What follows belongs to an exercise in optimizing a design on an open flow for small area, a short achievable clock period and few clock cycles; a production flow would make more cautious choices. RTL that was checked went through simulation tests only; none was proved equivalent to the original. The RTL of runs 1 and 5 was laid out without a check of its function. Power and IR drop assume default switching activity.

==> design.v <==
module cache_ctrl #(
   parameter int ADDR_W      = 10,
   parameter int NUM_BLOCKS  = 4,
   parameter int BLOCK_WORDS = 4,
   parameter int CNT_W       = 16
) (
   input  logic                      clk,
   input  logic                      rst_n,
   input  logic                      cpu_req_valid,
   output logic                      cpu_req_ready,
   input  logic                      cpu_we,
   input  logic [ADDR_W-1:0]         cpu_addr,
   input  logic [31:0]               cpu_wdata,
   output logic                      cpu_resp_valid,
   output logic [31:0]               cpu_rdata,
   output logic                      mem_req,
   output logic                      mem_we,
   output logic [ADDR_W-1:0]         mem_addr,
   output logic [32*BLOCK_WORDS-1:0] mem_wdata,
   input  logic [32*BLOCK_WORDS-1:0] mem_rdata,
   input  logic                      mem_done,
   output logic [CNT_W-1:0]          hit_cnt,
   output logic [CNT_W-1:0]          miss_cnt
);
   localparam int TAG_W  = ADDR_W - 6;
   localparam int LINE_W = 32 * BLOCK_WORDS;
   logic [NUM_BLOCKS-1:0] valid_arr;
   logic [NUM_BLOCKS-1:0] dirty_arr;
   logic [TAG_W-1:0]      tag_arr  [NUM_BLOCKS];
   logic [LINE_W-1:0]     data_arr [NUM_BLOCKS];
   logic             r_v;
   logic             r_hit;
   logic [TAG_W-1:0] r_tag;
   logic [1:0]       r_idx;
   logic [1:0]       r_word;
   logic             r_we;
   logic [31:0]      r_wdata;
   logic             rdy;
   logic [LINE_W-1:0] line_buf;
   logic [TAG_W-1:0] mem_tag;
   logic [TAG_W-1:0] in_tag;
   logic [1:0]       in_idx;
   logic             in_hit;
   logic             in_victim_dirty;
   logic             rd_open;
   logic             rd_done;
   logic             wb_done;
   logic             accept;
   logic             unused_addr_bits;
   assign unused_addr_bits = ^cpu_addr[1:0];
   assign in_tag = cpu_addr[ADDR_W-1:6];
   assign in_idx = cpu_addr[5:4];
   assign in_hit          = valid_arr[in_idx] && (tag_arr[in_idx] == in_tag);
   assign in_victim_dirty = valid_arr[in_idx] && dirty_arr[in_idx];
   assign rd_open = mem_req && !mem_we;
   assign rd_done = rd_open && mem_done;
   assign wb_done = mem_req && mem_we && mem_done;
   assign cpu_req_ready = rdy || rd_done;
   assign accept        = cpu_req_valid && cpu_req_ready;
   assign mem_addr = {mem_tag, r_idx, 4'h0};
   assign mem_wdata = line_buf;
   always_ff @(posedge clk or negedge rst_n) begin
      if (!rst_n) begin
         rdy            <= 1'b1;
         r_v            <= 1'b0;
         mem_req        <= 1'b0;
         mem_we         <= 1'b0;
         cpu_resp_valid <= 1'b0;
         valid_arr      <= '0;
         dirty_arr      <= '0;
         hit_cnt        <= '0;
         miss_cnt       <= '0;
      end else begin
         r_v            <= accept;
         cpu_resp_valid <= (r_v && r_hit) || rd_done;
         if (wb_done) mem_we <= 1'b0;
         if (rd_done) begin
            mem_req <= 1'b0;
            rdy     <= 1'b1;
         end
         if (accept) begin
            if (in_hit) begin
               if (cpu_we) dirty_arr[in_idx] <= 1'b1;
            end else begin
               valid_arr[in_idx] <= 1'b1;
               dirty_arr[in_idx] <= cpu_we;
               mem_req           <= 1'b1;
               mem_we            <= in_victim_dirty;
               rdy               <= 1'b0;
            end
         end
         if (r_v) begin
            if (r_hit) begin
               if (hit_cnt != {CNT_W{1'b1}}) hit_cnt <= hit_cnt + CNT_W'(1);
            end else begin
               if (miss_cnt != {CNT_W{1'b1}}) miss_cnt <= miss_cnt + CNT_W'(1);
            end
         end
      end
   end
   always_ff @(posedge clk) begin
      if (accept) begin
         r_hit   <= in_hit;
         r_tag   <= in_tag;
         r_idx   <= in_idx;
         r_word  <= cpu_addr[3:2];
         r_we    <= cpu_we;
         r_wdata <= cpu_wdata;
         if (!in_hit) begin
            tag_arr[in_idx] <= in_tag;
            mem_tag         <= in_victim_dirty ? tag_arr[in_idx] : in_tag;
         end
      end else if (wb_done) begin
         mem_tag <= r_tag;
      end
   end
   logic [31:0] wsrc [BLOCK_WORDS];
   logic [BLOCK_WORDS-1:0] wsel_mem;
   logic [BLOCK_WORDS-1:0] wen;
   always_comb begin
      for (int w = 0; w < BLOCK_WORDS; w++) begin
         wsel_mem[w] = rd_open && !(r_we && r_word == 2'(w));
         wsrc[w]     = wsel_mem[w] ? mem_rdata[32*w +: 32] : r_wdata;
         wen[w]      = rd_open || (r_v && r_hit && r_we && r_word == 2'(w));
      end
   end
   always_ff @(posedge clk) begin
      for (int l = 0; l < NUM_BLOCKS; l++) begin
         for (int w = 0; w < BLOCK_WORDS; w++) begin
            if (r_idx == 2'(l) && wen[w]) data_arr[l][32*w +: 32] <= wsrc[w];
         end
      end
   end
   logic             wb_open;
   logic [1:0]       lb_idx;
   logic [LINE_W-1:0] lb_line;
   logic [BLOCK_WORDS-1:0] lb_byp;
   assign wb_open = mem_req && mem_we;
   assign lb_idx  = in_idx;
   assign lb_line = data_arr[lb_idx];
   always_comb begin
      for (int w = 0; w < BLOCK_WORDS; w++) begin
         lb_byp[w] = (lb_idx == r_idx) &&
                     (rd_open || (r_v && r_hit && r_we && r_word == 2'(w)));
      end
   end
   always_ff @(posedge clk) begin
      if (!wb_open) begin
         for (int w = 0; w < BLOCK_WORDS; w++) begin
            line_buf[32*w +: 32] <= lb_byp[w] ? wsrc[w] : lb_line[32*w +: 32];
         end
      end
   end
   always_ff @(posedge clk) begin
      if (rd_open) cpu_rdata <= mem_rdata[{r_word, 5'd0} +: 32];
      else         cpu_rdata <= line_buf[{r_word, 5'd0} +: 32];
   end
endmodule
==> flow/run.sh <==
#!/bin/bash
# Standard ORFS layout with two changes to how it is made:
#  * the resizer may swap cells across footprints (MATCH_CELL_FOOTPRINT=0);
#  * while the ports are buffered (global placement), delay cells are
#    don't-use, so the port buffers are plain buffers.
set -euo pipefail
here=$(pwd)
bash standard.sh synth > synth.log 2>&1
bash standard.sh PRE_GLOBAL_PLACE_TCL="$here/flow/gp_pre.tcl" MATCH_CELL_FOOTPRINT=0 finish > layout.log 2>&1
==> flow/gp_pre.tcl <==
# Keep delay cells out of the port buffers inserted in this step.
set_dont_use [get_lib_cells {sky130_fd_sc_hd__clkdlybuf4s* sky130_fd_sc_hd__dlygate* sky130_fd_sc_hd__dlymetal*}]
==> standard.sh <==
#!/bin/bash
# synth_recipe.tcl (not shown) runs the flow's synth.tcl, then flattens the netlist and writes it again
# the make line also repeats each setting of config.mk as NAME=value (left out here)
make -C /OpenROAD-flow-scripts/flow DESIGN_CONFIG=/design/flow/config.mk WORK_HOME=/design/flow/orfs CLKGATE_MAP_FILE= SYNTH_SCRIPT=/design/flow/synth_recipe.tcl "${@:-finish}"
==> config.mk <==
export PLATFORM = sky130hd
export DESIGN_NAME = cache_ctrl
export DESIGN_NICKNAME = cache_ctrl
export VERILOG_FILES = /design/flow/design.v
export SDC_FILE = /design/flow/constraint.sdc
export NUM_CORES = 4
export LEC_CHECK = 0
export CAP_MARGIN = 20
export CORE_MARGIN = 2
export CORE_UTILIZATION = 60
export SETUP_SLACK_MARGIN = 1.75
export SLEW_MARGIN = 20
==> constraint.sdc <==
create_clock -name core_clock -period 4.0 [get_ports {clk}]
set_input_delay 0.8000 -clock core_clock [delete_from_list [all_inputs] [get_ports {clk}]]
set_output_delay 0.8000 -clock core_clock [all_outputs]
set_load 0.01 [all_outputs]
==> results of run 1 <==
==> worst min path at each step <==
stage,start,endpoint,slack (ns),cells after the start
2_1_floorplan,valid_arr[2]$_DFFE_PN0P_,valid_arr[2]$_DFFE_PN0P_,0.43,1
3_5_place_dp,valid_arr[3]$_DFFE_PN0P_,valid_arr[3]$_DFFE_PN0P_,0.45,1
6_report,rst_n,cpu_resp_valid$_DFF_PN0_,0.30,1
4_1_cts,rst_n,dirty_arr[0]$_DFFE_PN0P_,0.28,1
3_3_place_gp,valid_arr[0]$_DFFE_PN0P_,valid_arr[0]$_DFFE_PN0P_,0.45,1
5_1_grt,cpu_wdata[13],r_wdata[13]$_DFFE_PP_,0.32,1
==> sequential cells by signal, indices dropped and copies added (netlist names), 2 cells and up <==
signal and cells:
miss_cnt 16, line_buf 128, r_word 2, r_tag 4, data_arr 512, r_idx 2
dirty_arr 4, r_wdata 32, tag_arr 16, mem_tag 4, hit_cnt 16, valid_arr 4
cpu_rdata 32
==> kinds of logic after synthesis <==
| kind of cell | share of synthesized area |
|---|---|
| flip-flops | 0.721 |
| adder cells (fa/ha/maj) | 0.00355 |
| multiplexers | 0.109 |
| other | 0.000118 |
| XOR/XNOR | 0.00912 |
| buffers and inverters | 0.0192 |
| AND/OR/NAND/NOR | 0.0500 |
| AO/OA/AOI/OAI | 0.0879 |
==> timing repair <==
action                                  4_1_cts  5_1_grt
pin swaps                                    17        3
buffers inserted                             36       20
gates resized for setup                      80       85
gates cloned                                  4        7
endpoints found under the hold margin         0        0
endpoints found under the setup margin     1248      369
==> routing by layer <==
layer / GRT usage / up-vias
met5: 0.0125 / -
met4: 0.130 / 6
met3: 0.0914 / 212
met2: 0.499 / 1273
met1: 0.486 / 10600
li1: - / 8885
==> metrics by stage <==
step	util	area, um2	instances	worst slack (ns)	hold slack (ns)
2_1_floorplan	-	31900	2002	1.26	0.428
3_3_place_gp	0.653	34200	3001	0.737	0.448
4_1_cts	0.713	37300	3186	1.64	0.284
6_report	0.727	38100	3223	1.68	0.300
3_5_place_dp	0.653	34200	3001	0.710	0.450
5_1_grt	0.727	38100	3222	1.62	0.321
==> Yosys cell counts (2+ instances only) <==
library cell / n
sky130_fd_sc_hd__o21ai_1: 5
sky130_fd_sc_hd__a21o_1: 2
sky130_fd_sc_hd__and2_1: 6
sky130_fd_sc_hd__edfxtp_1: 702
sky130_fd_sc_hd__inv_1: 6
sky130_fd_sc_hd__nor2_1: 131
sky130_fd_sc_hd__dfrtp_1: 44
sky130_fd_sc_hd__buf_4: 4
sky130_fd_sc_hd__mux2_2: 162
sky130_fd_sc_hd__mux4_2: 69
sky130_fd_sc_hd__buf_6: 2
sky130_fd_sc_hd__clkbuf_1: 89
sky130_fd_sc_hd__nand2_1: 189
sky130_fd_sc_hd__o21ai_0: 165
sky130_fd_sc_hd__nand2b_1: 5
sky130_fd_sc_hd__a21oi_1: 99
sky130_fd_sc_hd__ha_1: 9
sky130_fd_sc_hd__a222oi_1: 128
sky130_fd_sc_hd__mux2i_1: 5
sky130_fd_sc_hd__or2_1: 4
sky130_fd_sc_hd__dfxtp_1: 32
sky130_fd_sc_hd__nand4_1: 9
sky130_fd_sc_hd__buf_2: 32
sky130_fd_sc_hd__nor3_2: 3
sky130_fd_sc_hd__a31oi_1: 7
sky130_fd_sc_hd__and2_4: 2
sky130_fd_sc_hd__nor2b_1: 4
sky130_fd_sc_hd__buf_1: 10
sky130_fd_sc_hd__nor3b_1: 2
sky130_fd_sc_hd__and4_1: 3
sky130_fd_sc_hd__nor3_1: 7
sky130_fd_sc_hd__nand3_1: 13
sky130_fd_sc_hd__xor2_1: 17
sky130_fd_sc_hd__xnor2_1: 16
==> power by group <==
part / leakage (nW) / switching [mW] / internal, mW
Combinational: 4.55 / 0.492 / 0.343
Clock: 1.24 / 3.05 / 4.24
Sequential: 7.44 / 0.153 / 8.93
Total: 13.2 / 3.69 / 13.5
==> final cells by class <==
| type | instances | area (um2) |
|---|---|---|
| inverters | 6 | 53.8 |
| multi-input cells | 1084 | 8840 |
| diodes | 10 | 25.0 |
| clock buffers | 106 | 2190 |
| flip-flops and latches | 779 | 22900 |
| clock inverters | 39 | 343 |
| fillers | 3398 | 14300 |
| repair buffers | 511 | 2900 |
| well taps | 688 | 861 |
==> results.rst, run 1 <==
.. list-table::
   :header-rows: 1

   * - Metric
     - Value
   * - Critical-path top delay cell
     - sky130_fd_sc_hd__edfxtp_1
   * - Max-slew violation count
     - 0
   * - Detailed-route vias per instance
     - between 6 and 7
   * - # H-tree levels
     - 3
   * - RSZ-0062 raised after global routing
     - true
   * - CP max FO
     - 11
   * - Headroom to the max-slew limit
     - 0.330
   * - Remaining DRCs
     - 0
   * - Number of setup violations in the final report
     - 0
   * - Synthesized area
     - 0.0317 mm2
   * - Synthesis-to-finish area growth
     - 20.2%
   * - Latest clock arrival within the worst-skew pair
     - 0.63 ns
   * - Post-synthesis cell count
     - 1999
   * - Delay-heaviest family, CP
     - simple AND/OR/NAND/NOR gates
   * - EDFF count, synth
     - 702
   * - Number of cells on the critical path
     - 6
   * - Die width
     - between 200 and 250 um
   * - Top layer reached by signal wires
     - met5
   * - Router iterations before antenna repair
     - 10
   * - GP Congestion
     - 0.932
   * - Routed length on met1
     - 37200 um
   * - Mean instance size in the synthesized netlist
     - 15.8 um2
   * - Clock buffers created by TritonCTS
     - 81
   * - Reg2Reg Depth
     - 6
   * - Synthesis Warnings
     - 3
   * - Total routed wirelength
     - roughly 96000 um
   * - Post-layout nets
     - 2647
   * - Capturing instance or port of the critical path
     - data_arr[1][113]$_DFFE_PP_
   * - Max-cap violations
     - 0
   * - Library cell appearing most often on the critical path
     - sky130_fd_sc_hd__buf_4
   * - Dominant cell type by area after synthesis
     - sky130_fd_sc_hd__edfxtp_1
   * - Cell-by-cell trace of the critical path
     - nand2_2 > nor2_1 > a21oi_4 > buf_4 > nor2_4 > buf_4
   * - Largest buffer count on any clock path
     - 3
   * - Share of synthesized flip-flops with an asynchronous set or reset
     - 0.0578
   * - Highest attainable clock frequency
     - roughly 430 MHz
   * - First-pass GRT wire length
     - 131000 um
   * - Total clock sinks
     - between 700 and 800
   * - PwrDens
     - 452 mW/mm2
   * - Stage delay of the slowest cell on the critical path
     - 0.48 ns
   * - Share of post-route cells with drive strength above 1
     - 0.214
   * - Vias after detailed routing
     - approximately 21000
   * - Ranking of synthesized cells by area
     - sky130_fd_sc_hd__edfxtp_1, sky130_fd_sc_hd__mux2_2, sky130_fd_sc_hd__mux4_2, sky130_fd_sc_hd__a222oi_1, sky130_fd_sc_hd__dfrtp_1
   * - Worst endpoint data arrival time
     - approximately 2.6 ns
   * - Most frequent cells in the layout
     - sky130_fd_sc_hd__edfxtp_1, sky130_fd_sc_hd__buf_1, sky130_fd_sc_hd__nand2_1
   * - Total buffers and inverters traversed by the critical path
     - 2
   * - Number of global-route vias before repair
     - 19400
   * - Count of endpoints failing hold in the final timing report
     - 0
   * - Setup crit start
     - r_we$_DFFE_PP_
   * - Top-area cell type share of the netlist area
     - 0.665
   * - Die span in y
     - 234 um
   * - Count of unique library cells instantiated by Yosys
     - 50
   * - Crit path time final
     - 2.32 ns
   * - Worst clock skew on the final layout
     - 0.0253 ns
   * - IO Port Bufs
     - between 300 and 400
   * - IO Pins
     - approximately 380
   * - Largest net degree at the start of global routing
     - 93
   * - TritonCTS clock tree
     - yes
   * - Flop2flop setup slack
     - approximately 1.7 ns
   * - Flip-flop and latch count after synthesis
     - 779
   * - Routed length on met2
     - 44100 um
   * - Summed negative setup slack over all endpoints
     - 0 ns
   * - CTS Root Cell
     - sky130_fd_sc_hd__clkbuf_16
   * - Cts hold-fix bufs
     - 0
   * - Kind of end point of the critical path
     - register
   * - Top flip-flop cell by instance count after synthesis
     - sky130_fd_sc_hd__edfxtp_1
   * - Kind of start point of the critical path
     - register
   * - Largest voltage drop on the vdd net
     - between 0.4 and 0.5 mV
   * - Total chip power
     - 17.2 mW
   * - P_leak
     - 13.2 nW
   * - Final antenna-violating net count
     - 0
   * - Transition at the pin with the smallest max-transition slack
     - 1.00 ns
   * - Status
     - no timing/DRC/antenna violations
   * - Amount of wire on met3 after detailed routing
     - 11100 um
   * - DRC marker count from the first detailed-route iteration
     - 3240
   * - Starting utilization of the core area
     - 0.605
   * - Register clock-pin slew on the reported worst setup and hold paths
     - 0.06 ns
   * - Leading cell type in the layout, fill and taps excluded
     - sky130_fd_sc_hd__edfxtp_1
   * - Remaining global-route overflow
     - 0
   * - Placeable core area
     - 0.0523 mm2
   * - Worst Path Class, Setup
     - reg -> reg
   * - Post-detailed-route wirelength per cell
     - 29.8 um
   * - Final Cycle Share
     - 0.581
   * - Min-Delay Path Class
     - in -> async
   * - Launch point of the worst reg-to-reg path
     - r_we$_DFFE_PP_
   * - Proportion of synthesized chip area in sequential cells
     - 0.721
   * - Number of antenna violations at the first check in global routing
     - 12
   * - Full die area
     - 0.0547 mm2
   * - Worst reg2reg endpoint
     - data_arr[1][113]$_DFFE_PP_
   * - Final HPWL from detailed placement
     - 60200 um
   * - Global-route total usage across every layer
     - 0.338
   * - Site Rows
     - 84
   * - Worst endpoint required time
     - 4.30 ns
==> run 2, diff against run 1 <==
--- a/design.v
+++ b/design.v
@@ -36,6 +36,7 @@
    logic             r_we;
    logic [31:0]      r_wdata;
    logic             rdy;
+   logic             rd_q;
    logic [LINE_W-1:0] line_buf;
    logic [TAG_W-1:0] mem_tag;
    logic [TAG_W-1:0] in_tag;
@@ -52,9 +53,9 @@
    assign in_idx = cpu_addr[5:4];
    assign in_hit          = valid_arr[in_idx] && (tag_arr[in_idx] == in_tag);
    assign in_victim_dirty = valid_arr[in_idx] && dirty_arr[in_idx];
-   assign rd_open = mem_req && !mem_we;
-   assign rd_done = rd_open && mem_done;
-   assign wb_done = mem_req && mem_we && mem_done;
+   assign rd_open = rd_q;
+   assign rd_done = rd_q && mem_done;
+   assign wb_done = mem_we && mem_done;
    assign cpu_req_ready = rdy || rd_done;
    assign accept        = cpu_req_valid && cpu_req_ready;
    assign mem_addr = {mem_tag, r_idx, 4'h0};
@@ -65,6 +66,7 @@
          r_v            <= 1'b0;
          mem_req        <= 1'b0;
          mem_we         <= 1'b0;
+         rd_q           <= 1'b0;
          cpu_resp_valid <= 1'b0;
          valid_arr      <= '0;
          dirty_arr      <= '0;
@@ -73,9 +75,13 @@
       end else begin
          r_v            <= accept;
          cpu_resp_valid <= (r_v && r_hit) || rd_done;
-         if (wb_done) mem_we <= 1'b0;
+         if (wb_done) begin
+            mem_we <= 1'b0;
+            rd_q   <= 1'b1;
+         end
          if (rd_done) begin
             mem_req <= 1'b0;
+            rd_q    <= 1'b0;
             rdy     <= 1'b1;
          end
          if (accept) begin
@@ -86,6 +92,7 @@
                dirty_arr[in_idx] <= cpu_we;
                mem_req           <= 1'b1;
                mem_we            <= in_victim_dirty;
+               rd_q              <= !in_victim_dirty;
                rdy               <= 1'b0;
             end
          end
@@ -135,7 +142,7 @@
    logic [1:0]       lb_idx;
    logic [LINE_W-1:0] lb_line;
    logic [BLOCK_WORDS-1:0] lb_byp;
-   assign wb_open = mem_req && mem_we;
+   assign wb_open = mem_we;
    assign lb_idx  = in_idx;
    assign lb_line = data_arr[lb_idx];
    always_comb begin
--- a/config.mk
+++ b/config.mk
@@ -5,8 +5,11 @@
 export SDC_FILE = /design/flow/constraint.sdc
 export NUM_CORES = 4
 export LEC_CHECK = 0
+export ABC_AREA = 1
 export CAP_MARGIN = 20
 export CORE_MARGIN = 2
 export CORE_UTILIZATION = 60
+export CTS_CLUSTER_DIAMETER = 100
+export CTS_CLUSTER_SIZE = 24
 export SETUP_SLACK_MARGIN = 1.75
 export SLEW_MARGIN = 20
==> results.rst, run 2 <==
.. list-table::
   :header-rows: 1

   * - Metric
     - Value
   * - DRC marker count from the first detailed-route iteration
     - about 3200
   * - Ranking of synthesized cells by area
     - sky130_fd_sc_hd__edfxtp_1, sky130_fd_sc_hd__nand2_1, sky130_fd_sc_hd__o21ai_0, sky130_fd_sc_hd__dfrtp_1, sky130_fd_sc_hd__a22o_1
   * - Clock buffers created by TritonCTS
     - 38
   * - Max-slew violation count
     - 0
   * - Share of post-route cells with drive strength above 1
     - 0.0838
   * - Worst Path Class, Setup
     - reg -> reg
   * - Latest clock arrival within the worst-skew pair
     - 0.61 ns
   * - Leading cell type in the layout, fill and taps excluded
     - sky130_fd_sc_hd__edfxtp_1
   * - Register with the highest flop count
     - data_arr
   * - CTS Root Cell
     - sky130_fd_sc_hd__clkbuf_16
   * - Mean instance size in the synthesized netlist
     - 12.1 um2
   * - Total routed wirelength
     - around 100000 um
   * - Post-detailed-route wirelength per cell
     - 27.7 um
   * - Proportion of synthesized chip area in sequential cells
     - 0.703
   * - Flip-flop and latch count after synthesis
     - 780
   * - Detailed-route vias per instance
     - 6.37
   * - Dominant cell type by area after synthesis
     - sky130_fd_sc_hd__edfxtp_1
   * - Top flop regs
     - data_arr (512), line_buf (128)
   * - CP max FO
     - 11
   * - Crit path time final
     - between 2 and 2.5 ns
   * - Critical-path top delay cell
     - sky130_fd_sc_hd__o21ai_0
   * - Transition at the pin with the smallest max-transition slack
     - 1.24 ns
   * - Worst endpoint required time
     - 4.43 ns
   * - Status
     - no timing/DRC/antenna violations
   * - PwrDens
     - 641 mW/mm2
   * - TritonCTS clock tree
     - yes
   * - Cell-by-cell trace of the critical path
     - buf_12 > buf_4 > buf_6 > o21ai_0 > o2111ai_1
   * - EDFF count, synth
     - between 700 and 800
   * - Site Rows
     - 85
   * - GP Congestion
     - 0.941
   * - First-pass GRT wire length
     - between 100000 and 150000 um
   * - Headroom to the max-slew limit
     - 0.166
   * - P_int
     - around 15 mW
   * - Highest attainable clock frequency
     - roughly 420 MHz
   * - Cts hold-fix bufs
     - 0
   * - Vias after detailed routing
     - about 24000
   * - IO Port Bufs
     - about 370
   * - Final HPWL from detailed placement
     - between 60000 and 70000 um
   * - Placed Area
     - 0.0349 mm2
   * - Sw power
     - 8.34 mW
   * - Remaining DRCs
     - 0
   * - Full die area
     - 0.0561 mm2
   * - Global-route total usage across every layer
     - 0.358
   * - Largest voltage drop on the vdd net
     - 0.419 mV
   * - Total clock sinks
     - just under 800
   * - Synthesized area
     - 0.0325 mm2
   * - Count of endpoints failing hold in the final timing report
     - 0
   * - Delay-heaviest family, CP
     - compound AO/OA/AOI/OAI gates
   * - Stage delay of the slowest cell on the critical path
     - between 0.9 and 1 ns
   * - Share of synthesized flip-flops with an asynchronous set or reset
     - 0.0590
   * - Number of antenna violations at the first check in global routing
     - 6
   * - Sequential fraction of design power
     - 0.536
   * - Die width
     - ~240 um
   * - Number of global-route vias before repair
     - between 20000 and 25000
   * - Remaining global-route overflow
     - 0
   * - Synthesis Warnings
     - 3
   * - Post-layout nets
     - 3220
   * - Top flip-flop cell by instance count after synthesis
     - sky130_fd_sc_hd__edfxtp_1
   * - Register clock-pin slew on the reported worst setup and hold paths
     - 0.09 ns
   * - Total buffers and inverters traversed by the critical path
     - 3
   * - Largest buffer count on any clock path
     - 3
   * - Power share of the combinational group
     - 0.276
   * - Clock group share of total power
     - 0.188
   * - Finished Cell Area
     - 0.0366 mm2
   * - Count of unique library cells instantiated by Yosys
     - 47
   * - Max reg flops
     - 512
   * - RSZ-0062 raised after global routing
     - true
   * - Final Cycle Share
     - 0.589
   * - Max-cap violations
     - 0
   * - Number of setup violations in the final report
     - 0
   * - Starting utilization of the core area
     - 0.606
   * - Synthesis-to-finish area growth
     - 12.6%
   * - Die span in y
     - 237 um
   * - Largest net degree at the start of global routing
     - 74
   * - Number of fill cells
     - 3971
   * - IO Pins
     - 381
   * - P_leak
     - 13.1 nW
   * - Min-Delay Path Class
     - in -> async
   * - Summed negative setup slack over all endpoints
     - 0 ns
   * - Router iterations before antenna repair
     - 8
   * - Placeable core area
     - 0.0537 mm2
   * - Top-area cell type share of the netlist area
     - 0.648
   * - Worst endpoint data arrival time
     - 2.78 ns
   * - # H-tree levels
     - 2
   * - Final antenna-violating net count
     - 0
   * - Synth top cells by count
     - sky130_fd_sc_hd__edfxtp_1, sky130_fd_sc_hd__nand2_1, sky130_fd_sc_hd__o21ai_0
   * - Switching part of the total
     - 0.355
   * - Kind of start point of the critical path
     - register
   * - Worst clock skew on the final layout
     - 0.0229 ns
   * - Most frequent cells in the layout
     - sky130_fd_sc_hd__edfxtp_1, sky130_fd_sc_hd__nand2_1, sky130_fd_sc_hd__buf_1
   * - Post-synthesis cell count
     - 2681
   * - Cell with the most instances after synthesis
     - sky130_fd_sc_hd__edfxtp_1
   * - Kind of end point of the critical path
     - register
==> run 2: final timing paths <==
path                                               start                        to  slack (ns)  cells past startpoint
worst max-delay path                      rd_q$_DFF_PN0_     cpu_rdata[18]$_DFF_P_        1.65                      5
worst min-delay path                               rst_n          mem_we$_DFF_PN0_        0.31                      1
worst max register to register            rd_q$_DFF_PN0_     cpu_rdata[18]$_DFF_P_        1.65                      5
worst min register to register  valid_arr[1]$_DFFE_PN0P_  valid_arr[1]$_DFFE_PN0P_        0.48                      2
max in group asynchronous                          rst_n             rdy$_DFF_PN1_        2.86                      2
min in group core_clock                    cpu_req_valid             rdy$_DFF_PN1_        0.35                      2
==> run 2: metrics by stage <==
stage	setup slack (ns)	instances	util	total power, mW	hold slack, ns
after CTS	1.63	3740	0.675	23.0	0.339
after floorplan	1.25	2684	-	15.7	0.428
after detailed placement	0.709	3658	0.649	18.5	0.448
final	1.65	3764	0.682	23.5	0.306
after global placement	0.789	3658	0.649	18.3	0.446
after global routing	1.66	3761	0.682	24.3	0.352
==> run 2: cell type report <==
type                    instances  area, um2  share of cell area
diodes                          3       7.51            0.000205
clock buffers                  66       1080              0.0294
clock inverters                 3       25.0            0.000683
inverters                     155        652              0.0178
multi-input cells            1585       8700               0.237
flip-flops and latches        780      22900               0.624
well taps                     696        871              0.0238
repair buffers                474       2420              0.0661
repair inverters                2       13.8            0.000376
==> run 2: kinds of logic (layout without fill, tap and decap cells) <==
group           Yosys count  after routing  share of synthesized area
compound gates          743            744                      0.141
mux                      32             32                     0.0111
other cells               1              7                   0.000115
simple gates            767            767                     0.0936
flops                   780            780                      0.703
buf+inv                 320            700                     0.0399
fa+ha+maj                 9              9                    0.00346
xor+xnor                 29             29                    0.00838
==> run 2: power by group through the flow <==
stage | Clock (mW) | Combinational (mW) | Sequential [mW]
2_1_floorplan | 0 | 3.10 | 12.6
5_1_grt | 4.68 | 6.88 | 12.7
4_1_cts | 4.42 | 6.00 | 12.5
3_3_place_gp | 0 | 5.57 | 12.7
6_report | 4.41 | 6.47 | 12.6
3_5_place_dp | 0 | 5.69 | 12.8
==> run 2: what timing repair did <==
item | CTS | global route
setup buffers | 12 | 14
setup endpoints to repair | 1091 | 577
endpoints found under the hold margin | 0 | 0
resized for setup | 60 | 72
gates cloned | 1 | 7
pin swaps | 4 | 6
==> run 2: layer usage <==
metal	share of wire	wire length (um)	track usage	vias up
li1	-	-	-	10400
met3	0.14	14200	0.0873	217
met5	0.00026	27	0	-
met1	0.38	39700	0.524	11800
met4	0.046	4750	0.156	4
met2	0.44	45500	0.515	1553
Testbench counts of run 2, summed over its fixed seeds: cycles 33,730.
==> run 3, diff against run 2 <==
--- a/config.mk
+++ b/config.mk
@@ -5,7 +5,6 @@
 export SDC_FILE = /design/flow/constraint.sdc
 export NUM_CORES = 4
 export LEC_CHECK = 0
-export ABC_AREA = 1
 export CAP_MARGIN = 20
 export CORE_MARGIN = 2
 export CORE_UTILIZATION = 60
==> results.rst, run 3 <==
.. list-table::
   :header-rows: 1

   * - Metric
     - Value
   * - Worst endpoint data arrival time
     - approximately 2.8 ns
   * - GR peak layer
     - met2
   * - IO Port Bufs
     - 374
   * - Site Rows
     - 84
   * - Remaining global-route overflow
     - 0
   * - Summed negative setup slack over all endpoints
     - 0 ns
   * - Kind of end point of the critical path
     - register
   * - Worst endpoint required time
     - about 4.5 ns
   * - Largest voltage drop on the vdd net
     - 0.288 mV
   * - CTS Root Cell
     - sky130_fd_sc_hd__clkbuf_16
   * - Worst Path Class, Setup
     - reg -> reg
   * - Max-cap violations
     - 0
   * - Final HPWL from detailed placement
     - 56500 um
   * - Top flop regs
     - data_arr (512), line_buf (128)
   * - Top flip-flop cell by instance count after synthesis
     - sky130_fd_sc_hd__edfxtp_1
   * - Clock buffers created by TritonCTS
     - 38
   * - PwrDens
     - 392 mW/mm2
   * - Synthesized area
     - 0.0318 mm2
   * - IO Pins
     - 381
   * - FF+latch area
     - 0.0229 mm2
   * - Die span in y
     - about 230 um
   * - Post-synthesis compound-gate area fraction
     - 0.0843
   * - Router iterations before antenna repair
     - 9
   * - Number of setup violations in the final report
     - 0
   * - Share of synthesized flip-flops with an asynchronous set or reset
     - 0.0590
   * - XOR/XNOR share of the synthesized area
     - 0.00853
   * - Number of fill cells
     - ~3600
   * - Final antenna-violating net count
     - 0
   * - Ranking of synthesized cells by area
     - sky130_fd_sc_hd__edfxtp_1, sky130_fd_sc_hd__mux2_2, sky130_fd_sc_hd__mux4_2, sky130_fd_sc_hd__a222oi_1, sky130_fd_sc_hd__dfrtp_1
   * - Global-route total usage across every layer
     - 0.321
   * - Final Cycle Share
     - 0.570
   * - Synthesis Warnings
     - 3
   * - Min-Delay Path Class
     - in -> async
   * - Flip-flop and latch count after synthesis
     - 780
   * - Top-area cell type share of the netlist area
     - 0.662
   * - Mux cell area share after synthesis
     - 0.121
   * - Status
     - no timing/DRC/antenna violations
   * - Leading cell type in the layout, fill and taps excluded
     - sky130_fd_sc_hd__edfxtp_1
   * - Synthesis-to-finish area growth
     - 14.1%
   * - Proportion of synthesized chip area in sequential cells
     - 0.719
   * - Highest attainable clock frequency
     - 439 MHz
   * - Count of endpoints failing hold in the final timing report
     - 0
   * - GP Congestion
     - 0.860
   * - Cell-by-cell trace of the critical path
     - buf_4 > mux4_2 > mux2_2
   * - # H-tree levels
     - 2
   * - P_leak
     - 12.1 nW
   * - Adder-cell area share of the yosys netlist
     - 0.00354
   * - Placeable core area
     - 0.0526 mm2
   * - Worst clock skew on the final layout
     - 0.0248 ns
   * - Remaining DRCs
     - 0
   * - Post-synthesis cell count
     - 1969
   * - Non-filler cells in the finished layout
     - 3082
   * - Die width
     - between 200 and 250 um
   * - Register clock-pin slew on the reported worst setup and hold paths
     - 0.10 ns
   * - Kind of start point of the critical path
     - register
   * - Largest family of logic cells by synthesized area
     - multiplexers
   * - Headroom to the max-slew limit
     - 0.342
   * - EDFF count, synth
     - 702
   * - Met2 GRT Util
     - 0.512
   * - Dominant cell type by area after synthesis
     - sky130_fd_sc_hd__edfxtp_1
   * - Max-slew violation count
     - 0
   * - Post-detailed-route wirelength per cell
     - 28.9 um
   * - Worst-case hold slack
     - 0.287 ns
   * - Synth top cells by count
     - sky130_fd_sc_hd__edfxtp_1, sky130_fd_sc_hd__nand2_1, sky130_fd_sc_hd__mux2_2
   * - Post-layout nets
     - 2548
   * - Met1 Use GR
     - 0.448
   * - Transition at the pin with the smallest max-transition slack
     - a little under 1 ns
   * - Global routing met3 resource utilization
     - 0.0516
   * - Total clock sinks
     - 780
   * - Max reg flops
     - between 500 and 600
   * - First-pass GRT wire length
     - 127000 um
   * - Vias after detailed routing
     - 20000
   * - Critical-path top delay cell
     - sky130_fd_sc_hd__buf_4
   * - Detailed-route vias per instance
     - 6.49
   * - Share of post-route cells with drive strength above 1
     - 0.198
   * - Largest net degree at the start of global routing
     - 57
   * - Latest clock arrival within the worst-skew pair
     - 0.60 ns
   * - Placed Area
     - around 0.034 mm2
   * - Full die area
     - around 0.055 mm2
   * - TritonCTS clock tree
     - yes
   * - RSZ-0062 raised after global routing
     - true
   * - Count of unique library cells instantiated by Yosys
     - 53
   * - Cell with the most instances after synthesis
     - sky130_fd_sc_hd__edfxtp_1
   * - Finished Cell Area
     - 0.0363 mm2
   * - CP max FO
     - 39
   * - Multi-input gate area in the final layout
     - 0.00882 mm2
   * - Largest buffer count on any clock path
     - 3
   * - Most frequent cells in the layout
     - sky130_fd_sc_hd__edfxtp_1, sky130_fd_sc_hd__buf_1, sky130_fd_sc_hd__nand2_1
   * - Simple-gate portion of the synthesized area
     - 0.0460
   * - Register with the highest flop count
     - data_arr
   * - Mean instance size in the synthesized netlist
     - approximately 16 um2
   * - Placed instance count
     - 2969
   * - Number of global-route vias before repair
     - 18900
   * - Stage delay of the slowest cell on the critical path
     - 0.64 ns
   * - Number of antenna violations at the first check in global routing
     - 7
   * - DRC marker count from the first detailed-route iteration
     - 2632
   * - Starting utilization of the core area
     - 0.606
   * - Total routed wirelength
     - 89100 um
   * - Crit path time final
     - approximately 2.3 ns
[run 3: critical path: cells and delay by family, from the launching register on]
family   cells  cell delay [ns]
buf+inv      1             0.64
flops        1             0.61
mux          2             0.88
[run 3: per-stage QoR]
stage               power, mW  utilization  setup WS, ns
floorplan                9.62            -          1.28
global placement         10.0        0.655         0.684
detailed placement       10.0        0.655         0.626
CTS                      14.3        0.686          1.72
global route             14.7        0.691          1.70
finish                   14.2        0.691          1.72
[run 3: area by class of cell]
class / instances / share of cell area
Clock buffer: 67 / 0.0298
Sequential cell: 780 / 0.630
Tap cell: 688 / 0.0237
Inverter: 8 / 0.00121
Timing Repair Buffer: 484 / 0.0713
Multi-Input combinational cell: 1052 / 0.243
Clock inverter: 2 / 0.000689
Antenna cell: 1 / 0.0000689
[run 3: path summary, 6_finish.rpt]
kind | startpoint | end | slack, ns | depth (start not counted)
setup / recovery | r_word[0]$_DFFE_PP_ | cpu_rdata[31]$_DFF_P_ | 1.72 | 3
hold / removal | rst_n | dirty_arr[1]$_DFFE_PN0P_ | 0.29 | 1
setup reg to reg | r_word[0]$_DFFE_PP_ | cpu_rdata[31]$_DFF_P_ | 1.72 | 3
hold reg to reg | valid_arr[2]$_DFFE_PN0P_ | valid_arr[2]$_DFFE_PN0P_ | 0.48 | 1
max in group asynchronous | rst_n | hit_cnt[11]$_DFFE_PN0P_ | 2.96 | 2
min in group core_clock | cpu_wdata[2] | r_wdata[2]$_DFFE_PP_ | 0.37 | 1
[run 3: where the power goes]
group          leakage [nW]  switching, mW  internal, mW
registers              7.45          0.103          8.92
clock network         0.525           2.49          1.87
logic                  4.16          0.506         0.342
[run 3: timing repair]
item	4_1_cts	5_1_grt
buffers inserted	39	2
setup endpoints to repair	1181	331
pin swaps	14	6
gates resized for setup	44	63
hold buffers	0	0
gates cloned	1	1
[run 3: per-layer routing]
layer,vias to the layer above,share of wire
li1,8615,-
met1,10100,0.39
met2,1178,0.47
met3,153,0.096
met4,10,0.044
met5,-,0.00071
[run 3: logic make-up after synthesis]
group / after synthesis
adders and majority gates: 9
other: 1
DFF: 780
muxes: 272
xor gates and xnor gates: 31
AOI/OAI and AO/OA: 393
buffers and inverters: 141
and+or+nand+nor: 342
==> run 4, diff against run 3 <==
==> design.v (replaced) <==
module cache_ctrl #(
   parameter int ADDR_W      = 10,
   parameter int NUM_BLOCKS  = 4,
   parameter int BLOCK_WORDS = 4,
   parameter int CNT_W       = 16
) (
   input  logic                      clk,
   input  logic                      rst_n,
   input  logic                      cpu_req_valid,
   output logic                      cpu_req_ready,
   input  logic                      cpu_we,
   input  logic [ADDR_W-1:0]         cpu_addr,
   input  logic [31:0]               cpu_wdata,
   output logic                      cpu_resp_valid,
   output logic [31:0]               cpu_rdata,
   output logic                      mem_req,
   output logic                      mem_we,
   output logic [ADDR_W-1:0]         mem_addr,
   output logic [32*BLOCK_WORDS-1:0] mem_wdata,
   input  logic [32*BLOCK_WORDS-1:0] mem_rdata,
   input  logic                      mem_done,
   output logic [CNT_W-1:0]          hit_cnt,
   output logic [CNT_W-1:0]          miss_cnt
);
   localparam int TAG_W  = ADDR_W - 6;
   localparam int LINE_W = 32 * BLOCK_WORDS;
   logic [NUM_BLOCKS-1:0] valid_arr;
   logic [NUM_BLOCKS-1:0] dirty_arr;
   logic [TAG_W-1:0]      tag_arr  [NUM_BLOCKS];
   logic [LINE_W-1:0]     data_arr [NUM_BLOCKS];
   logic             r_v;
   logic             r_hit;
   logic [TAG_W-1:0] r_tag;
   logic [1:0]       r_idx;
   logic [1:0]       r_word;
   logic             r_we;
   logic [31:0]      r_wdata;
   logic             rd_q;
   logic             rdy;
   logic [TAG_W-1:0] mem_tag;
   logic [LINE_W-1:0] line_buf;
   logic [BLOCK_WORDS-1:0] wen_q  [NUM_BLOCKS];   
   logic [BLOCK_WORDS-1:0] wsel_q;                 
   logic [TAG_W-1:0] in_tag;
   logic [1:0]       in_idx;
   logic [1:0]       in_word;
   logic             in_hit;
   logic             in_victim_dirty;
   logic             rd_done;
   logic             wb_done;
   logic             accept;
   logic             acc_miss;
   logic             unused_addr_bits;
   assign unused_addr_bits = ^cpu_addr[1:0];
   assign in_tag  = cpu_addr[ADDR_W-1:6];
   assign in_idx  = cpu_addr[5:4];
   assign in_word = cpu_addr[3:2];
   assign in_hit          = valid_arr[in_idx] && (tag_arr[in_idx] == in_tag);
   assign in_victim_dirty = valid_arr[in_idx] && dirty_arr[in_idx];
   assign rd_done = rd_q && mem_done;
   assign wb_done = mem_we && mem_done;
   assign cpu_req_ready = rdy || rd_done;
   assign accept        = cpu_req_valid && cpu_req_ready;
   assign acc_miss      = accept && !in_hit;
   assign mem_addr  = {mem_tag, r_idx, 4'h0};
   assign mem_wdata = line_buf;
   logic       n_rd;
   logic [1:0] n_idx;
   logic [1:0] n_word;
   logic       n_we;
   logic       n_commit;
   always_comb begin
      n_rd = rd_q;
      if (wb_done) n_rd = 1'b1;
      if (rd_done) n_rd = 1'b0;
      if (acc_miss) n_rd = !in_victim_dirty;
      n_idx    = accept ? in_idx  : r_idx;
      n_word   = accept ? in_word : r_word;
      n_we     = accept ? cpu_we  : r_we;
      n_commit = accept && in_hit && cpu_we;
   end
   always_ff @(posedge clk or negedge rst_n) begin
      if (!rst_n) begin
         rdy            <= 1'b1;
         r_v            <= 1'b0;
         mem_req        <= 1'b0;
         mem_we         <= 1'b0;
         rd_q           <= 1'b0;
         cpu_resp_valid <= 1'b0;
         valid_arr      <= '0;
         dirty_arr      <= '0;
         hit_cnt        <= '0;
         miss_cnt       <= '0;
         wsel_q         <= '0;
         for (int l = 0; l < NUM_BLOCKS; l++) wen_q[l] <= '0;
      end else begin
         r_v            <= accept;
         cpu_resp_valid <= (r_v && r_hit) || rd_done;
         rd_q           <= n_rd;
         if (wb_done) mem_we <= 1'b0;
         if (rd_done) begin
            mem_req <= 1'b0;
            rdy     <= 1'b1;
         end
         if (accept) begin
            valid_arr[in_idx] <= 1'b1;
            dirty_arr[in_idx] <= cpu_we || (in_hit && dirty_arr[in_idx]);
            if (!in_hit) begin
               mem_req <= 1'b1;
               mem_we  <= in_victim_dirty;
               rdy     <= 1'b0;
            end
         end
         for (int w = 0; w < BLOCK_WORDS; w++) begin
            wsel_q[w] <= n_rd && !(n_we && n_word == 2'(w));
            for (int l = 0; l < NUM_BLOCKS; l++) begin
               wen_q[l][w] <= (n_idx == 2'(l)) && (n_rd || (n_commit && in_word == 2'(w)));
            end
         end
         if (r_v) begin
            if (r_hit) begin
               if (hit_cnt != {CNT_W{1'b1}}) hit_cnt <= hit_cnt + CNT_W'(1);
            end else begin
               if (miss_cnt != {CNT_W{1'b1}}) miss_cnt <= miss_cnt + CNT_W'(1);
            end
         end
      end
   end
   always_ff @(posedge clk) begin
      if (accept) begin
         r_hit           <= in_hit;
         r_tag           <= in_tag;
         r_idx           <= in_idx;
         r_word          <= in_word;
         r_we            <= cpu_we;
         r_wdata         <= cpu_wdata;
         tag_arr[in_idx] <= in_tag;
         mem_tag         <= in_victim_dirty ? tag_arr[in_idx] : in_tag;
      end else if (wb_done) begin
         mem_tag <= r_tag;
      end
   end
   logic [31:0] wsrc [BLOCK_WORDS];
   always_comb begin
      for (int w = 0; w < BLOCK_WORDS; w++) begin
         wsrc[w] = wsel_q[w] ? mem_rdata[32*w +: 32] : r_wdata;
      end
   end
   always_ff @(posedge clk) begin
      for (int l = 0; l < NUM_BLOCKS; l++) begin
         for (int w = 0; w < BLOCK_WORDS; w++) begin
            if (wen_q[l][w]) data_arr[l][32*w +: 32] <= wsrc[w];
         end
      end
   end
   logic [LINE_W-1:0]      lb_line;
   logic [BLOCK_WORDS-1:0] lb_byp;
   assign lb_line = data_arr[in_idx];
   assign lb_byp  = wen_q[in_idx];
   always_ff @(posedge clk) begin
      if (!mem_we) begin
         for (int w = 0; w < BLOCK_WORDS; w++) begin
            line_buf[32*w +: 32] <= lb_byp[w] ? wsrc[w] : lb_line[32*w +: 32];
         end
      end
   end
   always_ff @(posedge clk) begin
      if (rd_q) cpu_rdata <= mem_rdata[{r_word, 5'd0} +: 32];
      else      cpu_rdata <= line_buf[{r_word, 5'd0} +: 32];
   end
endmodule
==> results.rst, run 4 <==
.. list-table::
   :header-rows: 1

   * - Metric
     - Value
   * - Worst endpoint required time
     - approximately 3.2 ns
   * - Number of global-route vias before repair
     - 19400
   * - Final HPWL from detailed placement
     - between 50000 and 60000 um
   * - Number of setup violations in the final report
     - 0
   * - Min-Delay Path Class
     - in -> async
   * - Share of synthesized flip-flops with an asynchronous set or reset
     - 0.0825
   * - Register with the highest flop count
     - data_arr
   * - Largest buffer count on any clock path
     - 3
   * - Cts hold-fix bufs
     - 0
   * - Max-cap violations
     - 0
   * - Vias after detailed routing
     - 20100
   * - Synthesized area
     - 0.0323 mm2
   * - Final Cycle Share
     - 0.567
   * - Worst endpoint data arrival time
     - 1.47 ns
   * - Detailed-route vias per instance
     - 6.46
   * - Post-layout nets
     - 2582
   * - Ranking of synthesized cells by area
     - sky130_fd_sc_hd__edfxtp_1, sky130_fd_sc_hd__mux2_2, sky130_fd_sc_hd__dfrtp_1, sky130_fd_sc_hd__mux4_2, sky130_fd_sc_hd__a222oi_1
   * - TritonCTS clock tree
     - yes
   * - Highest attainable clock frequency
     - 441 MHz
   * - Latest clock arrival within the worst-skew pair
     - a little under 0.6 ns
   * - Most frequent cells in the layout
     - sky130_fd_sc_hd__edfxtp_1, sky130_fd_sc_hd__buf_1, sky130_fd_sc_hd__nand2_1
   * - Worst clock skew on the final layout
     - 0.0183 ns
   * - Placeable core area
     - 0.0529 mm2
   * - Post-detailed-route wirelength per cell
     - just under 30 um
   * - P_leak
     - 12.3 nW
   * - Launch point of the worst reg-to-reg path
     - rd_q$_DFF_PN0_
   * - Clock buffers created by TritonCTS
     - 39
   * - Mean instance size in the synthesized netlist
     - about 16 um2
   * - Number of fill cells
     - 3741
   * - RSZ-0062 raised after global routing
     - true
   * - Crit path time final
     - 2.27 ns
   * - Starting utilization of the core area
     - 0.610
   * - Dominant cell type by area after synthesis
     - sky130_fd_sc_hd__edfxtp_1
   * - Proportion of synthesized chip area in sequential cells
     - 0.723
   * - Router iterations before antenna repair
     - 9
   * - Number of antenna violations at the first check in global routing
     - 5
   * - Worst-case hold slack
     - 0.337 ns
   * - Synthesis Warnings
     - 4
   * - Register clock-pin slew on the reported worst setup and hold paths
     - 0.10 ns
   * - CTS Root Cell
     - sky130_fd_sc_hd__clkbuf_16
   * - CP max FO
     - 6
   * - Max reg flops
     - 512
   * - Cell-by-cell trace of the critical path
     - a21o_4 > buf_6
   * - Largest voltage drop on the vdd net
     - 0.407 mV
   * - Max-slew violation count
     - 0
   * - EDFF count, synth
     - between 600 and 700
   * - Top flop regs
     - data_arr (512), line_buf (128)
   * - IO Port Bufs
     - 374
   * - Remaining DRCs
     - 0
   * - Die span in y
     - about 240 um
   * - Worst Path Class, Setup
     - reg -> out
   * - Flip-flop and latch count after synthesis
     - 800
   * - Transition at the pin with the smallest max-transition slack
     - approximately 1.1 ns
   * - Synth top cells by count
     - sky130_fd_sc_hd__edfxtp_1, sky130_fd_sc_hd__nand2_1, sky130_fd_sc_hd__o21ai_0
   * - Synthesis-to-finish area growth
     - 12.3%
   * - Stage delay of the slowest cell on the critical path
     - 0.51 ns
   * - Die width
     - 236 um
   * - Total routed wirelength
     - 90200 um
   * - GP Congestion
     - 0.856
   * - Total clock sinks
     - 800
   * - Worst reg2reg endpoint
     - cpu_rdata[10]$_DFF_P_
   * - IO Pins
     - 381
   * - Leading cell type in the layout, fill and taps excluded
     - sky130_fd_sc_hd__edfxtp_1
   * - DRC marker count from the first detailed-route iteration
     - 2384
   * - Kind of end point of the critical path
     - output pin
   * - Reg2Reg Depth
     - 5
   * - Top-area cell type share of the netlist area
     - 0.649
   * - First-pass GRT wire length
     - about 130000 um
   * - Global-route total usage across every layer
     - 0.316
   * - Top flip-flop cell by instance count after synthesis
     - sky130_fd_sc_hd__edfxtp_1
   * - Post-synthesis cell count
     - between 2000 and 2500
   * - Largest net degree at the start of global routing
     - 73
   * - Cell with the most instances after synthesis
     - sky130_fd_sc_hd__edfxtp_1
   * - Headroom to the max-slew limit
     - 0.242
   * - Share of post-route cells with drive strength above 1
     - 0.167
   * - Remaining global-route overflow
     - 0
   * - Status
     - no timing/DRC/antenna violations
   * - Count of unique library cells instantiated by Yosys
     - 47
   * - Site Rows
     - 84
   * - PwrDens
     - 728 mW/mm2
   * - Summed negative setup slack over all endpoints
     - 0 ns
   * - Critical-path top delay cell
     - sky130_fd_sc_hd__dfrtp_4
   * - Full die area
     - around 0.056 mm2
   * - Count of endpoints failing hold in the final timing report
     - 0
   * - Flop2flop setup slack
     - roughly 1.8 ns
   * - Final antenna-violating net count
     - 0
   * - Setup crit start
     - rd_q$_DFF_PN0_
   * - # H-tree levels
     - 2
   * - Kind of start point of the critical path
     - register
-- run 4: changes by cell type in the layout (fill, tap and decap cells not counted), moves of 17 or more --
cell	change
sky130_fd_sc_hd__nand2_1	+71
sky130_fd_sc_hd__o21ai_1	+92
sky130_fd_sc_hd__o21ai_0	-22
sky130_fd_sc_hd__a21oi_1	-38
sky130_fd_sc_hd__mux2_4	-18
sky130_fd_sc_hd__mux2_2	-17
-- run 4: what timing repair did --
action	in CTS	in global routing
cloned	0	5
resized for setup	33	15
setup buffers	25	5
pin swaps	10	6
endpoints found under the setup margin	242	132
-- run 4: worst max-delay path by stage --
stage | to | slack [ns] | cells past startpoint
2_1_floorplan | line_buf[0]$_DFFE_PN_ | 1.30 | 1
4_1_cts | cpu_req_ready | 1.69 | 2
6_report | cpu_req_ready | 1.73 | 2
5_1_grt | cpu_req_ready | 1.69 | 2
3_5_place_dp | line_buf[68]$_DFFE_PN_ | 0.41 | 8
3_3_place_gp | line_buf[87]$_DFFE_PN_ | 0.50 | 8
-- run 4: area by class of cell --
type	instances	area, um2	share of cell area
sequential	800	23300	0.644
timing repair buffer	458	2250	0.0621
inverter	12	72.6	0.00200
tap	688	861	0.0238
clock inverter	2	21.3	0.000587
clock buffer	69	1130	0.0312
antenna	4	10.0	0.000276
multi-input combinational	1086	8550	0.236
-- run 4: cells by family (layout without fill, tap and decap cells) --
logic type / Yosys count / count (layout) / share of synthesized area
adders and majority gates: 10 / 10 / 0.00388
and+or+nand+nor: 372 / 372 / 0.0477
AOI/OAI and AO/OA: 428 / 428 / 0.0892
DFF: 800 / 800 / 0.723
buffers and inverters: 155 / 541 / 0.0190
muxes: 240 / 240 / 0.108
xor gates and xnor gates: 32 / 32 / 0.00915
other: 1 / 8 / 0.000116
-- run 4: where the power goes --
group / total, mW / switching [mW] / internal [mW]
Clock: 4.48 / 2.52 / 1.95
Sequential: 14.1 / 1.52 / 12.6
Combinational: 7.76 / 4.85 / 2.91
Total: 26.4 / 8.90 / 17.5
-- run 4: critical path, delay by kind of cell, from the launching register on --
family	cells	cell delay (ns)
flip-flops	1	0.51
AO/OA/AOI/OAI	1	0.24
buffers and inverters	1	0.12
-- run 4: metrics by stage --
step | std cells | area, um2 | power, mW | worst slack (ns) | util
floorplan | 2041 | 32700 | 18.4 | 1.30 | -
global placement | 3008 | 34500 | 21.5 | 0.495 | 0.653
detailed placement | 3009 | 34600 | 21.7 | 0.415 | 0.654
CTS | 3105 | 36000 | 26.3 | 1.69 | 0.682
global route | 3115 | 36200 | 27.4 | 1.69 | 0.685
finish | 3119 | 36200 | 26.4 | 1.73 | 0.686
-- run 4: routing by layer --
| layer | share of wire | global-route usage | up-vias |
|---|---|---|---|
| met5 | 0.00038 | 0 | - |
| li1 | - | - | 8754 |
| met4 | 0.044 | 0.131 | 6 |
| met1 | 0.38 | 0.418 | 10200 |
| met3 | 0.085 | 0.0532 | 166 |
| met2 | 0.49 | 0.525 | 1025 |
Testbench counts of run 4, summed over its fixed seeds: cycles 33,730.
==> run 5, diff against run 4 <==
--- a/design.v
+++ b/design.v
@@ -102,9 +102,10 @@
             mem_req <= 1'b0;
             rdy     <= 1'b1;
          end
+         if (r_v && !r_hit) dirty_arr[r_idx] <= r_we;
          if (accept) begin
             valid_arr[in_idx] <= 1'b1;
-            dirty_arr[in_idx] <= cpu_we || (in_hit && dirty_arr[in_idx]);
+            if (cpu_we) dirty_arr[in_idx] <= 1'b1;
             if (!in_hit) begin
                mem_req <= 1'b1;
                mem_we  <= in_victim_dirty;
@@ -164,8 +165,23 @@
          end
       end
    end
+   logic [BLOCK_WORDS-1:0] rsel_lb_q;
+   logic [BLOCK_WORDS-1:0] rsel_mem_q;
+   logic [31:0]            rd_word;
    always_ff @(posedge clk) begin
-      if (rd_q) cpu_rdata <= mem_rdata[{r_word, 5'd0} +: 32];
-      else      cpu_rdata <= line_buf[{r_word, 5'd0} +: 32];
+      for (int w = 0; w < BLOCK_WORDS; w++) begin
+         rsel_lb_q[w]  <= !n_rd && n_word == 2'(w);
+         rsel_mem_q[w] <= n_rd && n_word == 2'(w);
+      end
+   end
+   always_comb begin
+      rd_word = '0;
+      for (int w = 0; w < BLOCK_WORDS; w++) begin
+         rd_word = rd_word | ({32{rsel_lb_q[w]}}  & line_buf[32*w +: 32])
+                           | ({32{rsel_mem_q[w]}} & mem_rdata[32*w +: 32]);
+      end
+   end
+   always_ff @(posedge clk) begin
+      cpu_rdata <= rd_word;
    end
 endmodule
==> results.rst, run 5 <==
.. list-table::
   :header-rows: 1

   * - Metric
     - Value
   * - Status
     - no timing/DRC/antenna violations
   * - GP Congestion
     - 0.999
   * - Remaining global-route overflow
     - 0
   * - Count of endpoints failing hold in the final timing report
     - 0
   * - Post-layout utilization of the core
     - 0.675
   * - Router iterations before antenna repair
     - 7
   * - Kind of start point of the critical path
     - register
   * - Total clock sinks
     - 808
   * - Most frequent cells in the layout
     - sky130_fd_sc_hd__edfxtp_1, sky130_fd_sc_hd__buf_1, sky130_fd_sc_hd__mux2_2
   * - Headroom to the max-slew limit
     - 0.183
   * - Placed Area
     - around 0.035 mm2
   * - Latest clock arrival within the worst-skew pair
     - 0.59 ns
   * - Max reg flops
     - between 500 and 600
   * - IO Pins
     - 381
   * - Final antenna-violating net count
     - 0
   * - Full die area
     - 0.0560 mm2
   * - Largest net degree at the start of global routing
     - 75
   * - Site Rows
     - 85
   * - Largest buffer count on any clock path
     - 3
   * - Detailed-route vias per instance
     - 6.69
   * - # H-tree levels
     - 2
   * - Top flip-flop cell by instance count after synthesis
     - sky130_fd_sc_hd__edfxtp_1
   * - Remaining DRCs
     - 0
   * - PwrDens
     - 395 mW/mm2
   * - First-pass GRT wire length
     - 131000 um
   * - Worst reg2reg endpoint
     - line_buf[21]$_DFFE_PN_
   * - Largest voltage drop on the vdd net
     - 0.489 mV
   * - Summed negative setup slack over all endpoints
     - 0 ns
   * - Worst clock skew on the final layout
     - 0.0166 ns
   * - Highest attainable clock frequency
     - 445 MHz
   * - Post-layout nets
     - 2267
   * - Placeable core area
     - 0.0537 mm2
   * - Final Cycle Share
     - 0.561
   * - Share of synthesized flip-flops with an asynchronous set or reset
     - 0.0817
   * - Max-cap violations
     - 0
   * - Max-slew violation count
     - 0
   * - Synthesized area
     - 0.0325 mm2
   * - Number of antenna violations at the first check in global routing
     - 5
   * - Mean instance size in the synthesized netlist
     - 19.2 um2
   * - Final HPWL from detailed placement
     - between 60000 and 70000 um
   * - Launch point of the worst reg-to-reg path
     - wsel_q[0]$_DFF_PN0_
   * - Top-area cell type share of the netlist area
     - 0.644
   * - Register with the highest flop count
     - data_arr
   * - Starting utilization of the core area
     - 0.605
   * - TritonCTS clock tree
     - yes
   * - Finished Cell Area
     - 0.0362 mm2
   * - Global-route total usage across every layer
     - 0.330
   * - Cell with the most instances after synthesis
     - sky130_fd_sc_hd__edfxtp_1
   * - Reg2Reg Depth
     - 2
   * - Worst Path Class, Setup
     - reg -> reg
   * - Dominant cell type by area after synthesis
     - sky130_fd_sc_hd__edfxtp_1
   * - CTS Root Cell
     - sky130_fd_sc_hd__clkbuf_16
   * - Transition at the pin with the smallest max-transition slack
     - 1.23 ns
   * - Worst endpoint required time
     - 4.35 ns
   * - Synthesis Warnings
     - 4
   * - Register clock-pin slew on the reported worst setup and hold paths
     - 0.09 ns
   * - Number of setup violations in the final report
     - 0
   * - Total routed wirelength
     - 92600 um
   * - Cts hold-fix bufs
     - 0
   * - EDFF count, synth
     - ~700
   * - CP max FO
     - 32
   * - Count of unique library cells instantiated by Yosys
     - approximately 50
   * - Min-Delay Path Class
     - in -> async
   * - P_leak
     - 11.7 nW
   * - Number of global-route vias before repair
     - 18500
   * - Die width
     - 237 um
   * - Vias after detailed routing
     - 18800
   * - Worst endpoint data arrival time
     - 2.59 ns
   * - Clock buffers created by TritonCTS
     - 39
   * - Die span in y
     - about 240 um
   * - Kind of end point of the critical path
     - register
   * - Number of fill cells
     - approximately 3600
   * - Crit path time final
     - 2.25 ns
   * - IO Port Bufs
     - roughly 370
   * - Flip-flop and latch count after synthesis
     - 808
   * - Share of post-route cells with drive strength above 1
     - 0.252
   * - Synth top cells by count
     - sky130_fd_sc_hd__edfxtp_1, sky130_fd_sc_hd__mux2_2, sky130_fd_sc_hd__mux4_2
   * - RSZ-0062 raised after global routing
     - false
   * - Proportion of synthesized chip area in sequential cells
     - 0.723
   * - Ranking of synthesized cells by area
     - sky130_fd_sc_hd__edfxtp_1, sky130_fd_sc_hd__mux4_2, sky130_fd_sc_hd__mux2_2, sky130_fd_sc_hd__dfrtp_1, sky130_fd_sc_hd__a22oi_1
   * - Synthesis-to-finish area growth
     - 11.6%
   * - Flop2flop setup slack
     - 1.75 ns
   * - DRC marker count from the first detailed-route iteration
     - 2194
   * - Post-synthesis cell count
     - 1694
   * - Leading cell type in the layout, fill and taps excluded
     - sky130_fd_sc_hd__edfxtp_1
   * - Top flop regs
     - data_arr (512), line_buf (128)
   * - Post-detailed-route wirelength per cell
     - 32.9 um
## run 5: cell types whose count changed after synthesis, moves of 8 or more
cell,change
sky130_fd_sc_hd__o21ai_0,-251
sky130_fd_sc_hd__nand2_1,-250
sky130_fd_sc_hd__a222oi_1,-132
sky130_fd_sc_hd__a22oi_1,+130
sky130_fd_sc_hd__mux2_2,+97
sky130_fd_sc_hd__mux4_2,+68
sky130_fd_sc_hd__clkbuf_1,-57
sky130_fd_sc_hd__nand4_1,+33
sky130_fd_sc_hd__xor2_1,+9
sky130_fd_sc_hd__dfxtp_1,+8
## run 5: critical path: stages, from the launching register on
cell and delay [ns]:
sky130_fd_sc_hd__dfrtp_2 1.19, sky130_fd_sc_hd__mux2_2 0.52, sky130_fd_sc_hd__mux2_2 0.28
## run 5: kinds of logic (layout without fill, tap and decap cells)
group / Yosys count / count (layout) / share of synthesized area
muxes: 408 / 408 / 0.189
other: 1 / 10 / 0.000115
xor gates and xnor gates: 32 / 32 / 0.00863
DFF: 808 / 808 / 0.723
adders and majority gates: 7 / 7 / 0.00270
and+or+nand+nor: 167 / 167 / 0.0263
buffers and inverters: 107 / 525 / 0.0135
AOI/OAI and AO/OA: 164 / 164 / 0.0367
## run 5: power breakdown
part / switching [mW] / total, mW / internal (mW) / leakage [nW]
combinational: 0.309 / 0.579 / 0.269 / 3.43
sequential: 0.106 / 9.24 / 9.13 / 7.72
clock: 2.55 / 4.51 / 1.95 / 0.544
total: 2.97 / 14.3 / 11.4 / 11.7
## run 5: area by class of cell
| class | instances | area (um2) | share of cell area |
|---|---|---|---|
| repair buffers | 438 | 1940 | 0.0534 |
| diodes | 6 | 15.0 | 0.000414 |
| clock buffers | 70 | 1130 | 0.0313 |
| inverters | 16 | 70.1 | 0.00193 |
| clock inverters | 1 | 8.76 | 0.000242 |
| flip-flops and latches | 808 | 23500 | 0.649 |
| well taps | 696 | 871 | 0.0240 |
| multi-input cells | 782 | 8690 | 0.240 |
## run 5: layer usage
metal / share of wire / wire length [um] / vias to the layer above / global-route usage
li1: - / - / 7655 / -
met1: 0.40 / 37200 / 9978 / 0.485
met2: 0.46 / 43000 / 1068 / 0.505
met3: 0.10 / 9640 / 140 / 0.0744
met4: 0.029 / 2690 / 0 / 0.0965
met5: 0 / 0 / - / 0
## run 5: timing repair
item                       4_1_cts  5_1_grt
buffers inserted                10        4
gates resized for setup         16       15
gates cloned                     0        1
setup endpoints to repair      157       94
pin swaps                        1        1
## run 5: per-stage QoR
step | total power [mW] | setup slack, ns | std cells | hold slack (ns)
after floorplan | 9.70 | 1.21 | 1697 | 0.434
after global placement | 9.98 | 0.616 | 2724 | 0.447
final | 14.3 | 1.75 | 2817 | 0.283
after CTS | 14.4 | 1.75 | 2805 | 0.286
after global routing | 14.7 | 1.75 | 2814 | 0.330
after detailed placement | 9.99 | 0.594 | 2724 | 0.459
## run 5: how the worst max path moves through the flow
stage,start,endpoint,slack (ns),depth (start not counted)
2_1_floorplan,cpu_addr[4],wsel_q[0]$_DFF_PN0_,1.21,7
3_3_place_gp,cpu_addr[4],rsel_lb_q[0]$_DFF_P_,0.62,7
3_5_place_dp,cpu_addr[4],rsel_lb_q[1]$_DFF_P_,0.59,7
4_1_cts,rd_q$_DFF_PN0_,cpu_req_ready,1.75,3
5_1_grt,mem_done,cpu_req_ready,1.75,4
6_report,wsel_q[0]$_DFF_PN0_,line_buf[21]$_DFFE_PN_,1.75,2
==> run 6, diff against run 5 <==
--- a/design.v
+++ b/design.v
@@ -102,10 +102,9 @@
             mem_req <= 1'b0;
             rdy     <= 1'b1;
          end
-         if (r_v && !r_hit) dirty_arr[r_idx] <= r_we;
          if (accept) begin
             valid_arr[in_idx] <= 1'b1;
-            if (cpu_we) dirty_arr[in_idx] <= 1'b1;
+            dirty_arr[in_idx] <= cpu_we || (in_hit && dirty_arr[in_idx]);
             if (!in_hit) begin
                mem_req <= 1'b1;
                mem_we  <= in_victim_dirty;
--- a/config.mk
+++ b/config.mk
@@ -7,7 +7,7 @@
 export LEC_CHECK = 0
 export CAP_MARGIN = 20
 export CORE_MARGIN = 2
-export CORE_UTILIZATION = 60
+export CORE_UTILIZATION = 70
 export CTS_CLUSTER_DIAMETER = 100
 export CTS_CLUSTER_SIZE = 24
 export SETUP_SLACK_MARGIN = 1.75
==> results.rst, run 6 <==
.. list-table::
   :header-rows: 1

   * - Metric
     - Value
   * - P_leak
     - 11.9 nW
   * - Starting utilization of the core area
     - 0.707
   * - Register clock-pin slew on the reported worst setup and hold paths
     - approximately 0.10 ns
   * - Post-layout nets
     - 2682
   * - Min-Delay Path Class
     - in -> async
   * - Router iterations before antenna repair
     - 10
   * - Synthesis Warnings
     - 4
   * - Cts hold-fix bufs
     - 0
   * - RSZ-0062 raised after global routing
     - true
   * - Flip-flop and latch count after synthesis
     - about 810
   * - Proportion of synthesized chip area in sequential cells
     - 0.735
   * - Largest net degree at the start of global routing
     - 93
   * - Number of antenna violations at the first check in global routing
     - 2
   * - FF+latch area
     - 0.0235 mm2
   * - Share of synthesized flip-flops with an asynchronous set or reset
     - 0.0817
   * - Number of fill cells
     - 2658
   * - Total buffers and inverters traversed by the critical path
     - 1
   * - Total routed wirelength
     - 105000 um
   * - Delay-heaviest family, CP
     - flip-flops
   * - Synthesis-to-finish area growth
     - 11.5%
   * - IO Port Bufs
     - between 300 and 400
   * - Count of unique library cells instantiated by Yosys
     - 57
   * - # H-tree levels
     - 2
   * - Latest clock arrival within the worst-skew pair
     - 0.60 ns
   * - Post-layout utilization of the core
     - 0.789
   * - TritonCTS clock tree
     - yes
   * - Kind of end point of the critical path
     - register
   * - Number of global-route vias before repair
     - 21000
   * - Non-filler cells in the finished layout
     - ~3100
   * - Multi-input gate area in the final layout
     - 0.00798 mm2
   * - Worst Path Class, Setup
     - reg -> reg
   * - Remaining DRCs
     - 0
   * - Detailed-route vias per instance
     - 7.27
   * - Site Rows
     - 78
   * - Most frequent cells in the layout
     - sky130_fd_sc_hd__edfxtp_1, sky130_fd_sc_hd__buf_1, sky130_fd_sc_hd__nand2_1
   * - Max-cap violations
     - 0
   * - Die width
     - 218 um
   * - Highest attainable clock frequency
     - 424 MHz
   * - Critical-path top delay cell
     - sky130_fd_sc_hd__dfrtp_2
   * - Final Cycle Share
     - 0.590
   * - Final antenna-violating net count
     - 0
   * - GP Congestion
     - 0.948
   * - Count of endpoints failing hold in the final timing report
     - 0
   * - Number of setup violations in the final report
     - 0
   * - Cell with the most instances after synthesis
     - sky130_fd_sc_hd__edfxtp_1
   * - Vias after detailed routing
     - 22700
   * - Leading cell type in the layout, fill and taps excluded
     - sky130_fd_sc_hd__edfxtp_1
   * - Status
     - no timing/DRC/antenna violations
   * - PwrDens
     - 599 mW/mm2
==> run 6: changes by cell type after synthesis, moves of 8 or more <==
cell	delta
sky130_fd_sc_hd__nand2_1	+254
sky130_fd_sc_hd__o21ai_0	+256
sky130_fd_sc_hd__a222oi_1	+132
sky130_fd_sc_hd__clkbuf_1	+60
sky130_fd_sc_hd__mux2_2	-129
sky130_fd_sc_hd__nor2_1	+8
sky130_fd_sc_hd__mux4_2	-135
==> run 6: path summary, 6_finish.rpt <==
path / from / end / slack [ns] / cells past startpoint
max reg2reg: wen_q[0][1]$_DFF_PN0_ / data_arr[0][54]$_DFFE_PP_ / 1.64 / 1
max in group asynchronous: rst_n / hit_cnt[9]$_DFFE_PN0P_ / 3.16 / 2
min reg2reg: valid_arr[3]$_DFFE_PN0P_ / valid_arr[3]$_DFFE_PN0P_ / 0.49 / 1
min: rst_n / dirty_arr[3]$_DFFE_PN0P_ / 0.20 / 1
min in group core_clock: cpu_wdata[30] / r_wdata[30]$_DFFE_PP_ / 0.36 / 1
max: wen_q[0][1]$_DFF_PN0_ / data_arr[0][54]$_DFFE_PP_ / 1.64 / 1
==> run 6: metrics by stage <==
stage	total power, mW	hold WS, ns	area, um2
after global routing	21.8	0.239	35600
after detailed placement	16.6	0.445	34000
after CTS	20.9	0.344	35300
final	21.4	0.201	35600
after global placement	16.4	0.443	34000
after floorplan	14.3	0.425	32300
==> run 6: layer usage <==
metal  vias to the layer above  GRT usage  share of wire
met2                      2215      0.629           0.44
met3                       375      0.130           0.17
met5                         -          0        0.00012
met4                         2      0.229          0.067
met1                     11000      0.575           0.32
li1                       9147          -              -
==> run 6: cells by family after synthesis <==
family	after synthesis	synth area share
AO/OA/AOI/OAI	561	0.122
XOR/XNOR	34	0.00979
adder cells (fa/ha/maj)	10	0.00391
buffers and inverters	164	0.0205
flip-flops	808	0.735
multiplexers	140	0.0517
other	1	0.000117
AND/OR/NAND/NOR	426	0.0576
==> run 6: final cells by class <==
cell class	count	area share
Antenna cell	1	0.0000702
Timing Repair Buffer	457	0.0603
Sequential cell	808	0.661
Clock inverter	1	0.000246
Clock buffer	69	0.0317
Inverter	15	0.00207
Multi-Input combinational cell	1176	0.224
Tap cell	600	0.0211
==> run 6: timing repair <==
action | 4_1_cts | 5_1_grt
setup buffers | 6 | 18
cloned | 1 | 6
endpoints found under the setup margin | 172 | 174
resized for setup | 23 | 37
pin swaps | 5 | 6
==> run 6: power by group <==
group / leakage [nW] / internal [mW] / total, mW / switching [mW]
registers: 7.76 / 10.9 / 12.7 / 1.79
logic: 3.60 / 1.48 / 4.15 / 2.67
clock network: 0.543 / 1.95 / 4.50 / 2.55
total: 11.9 / 14.4 / 21.4 / 7.01
Testbench counts of run 6, summed over its fixed seeds: cycles 33,730.

Check on run 6: ideal ports give 1.641 ns setup slack; a clkbuf_16 on the clock port and buf_2 on the inputs give 1.641 ns; moving port delays by the midpoint clock arrival (0.655 ns) as well gives 1.086 ns.
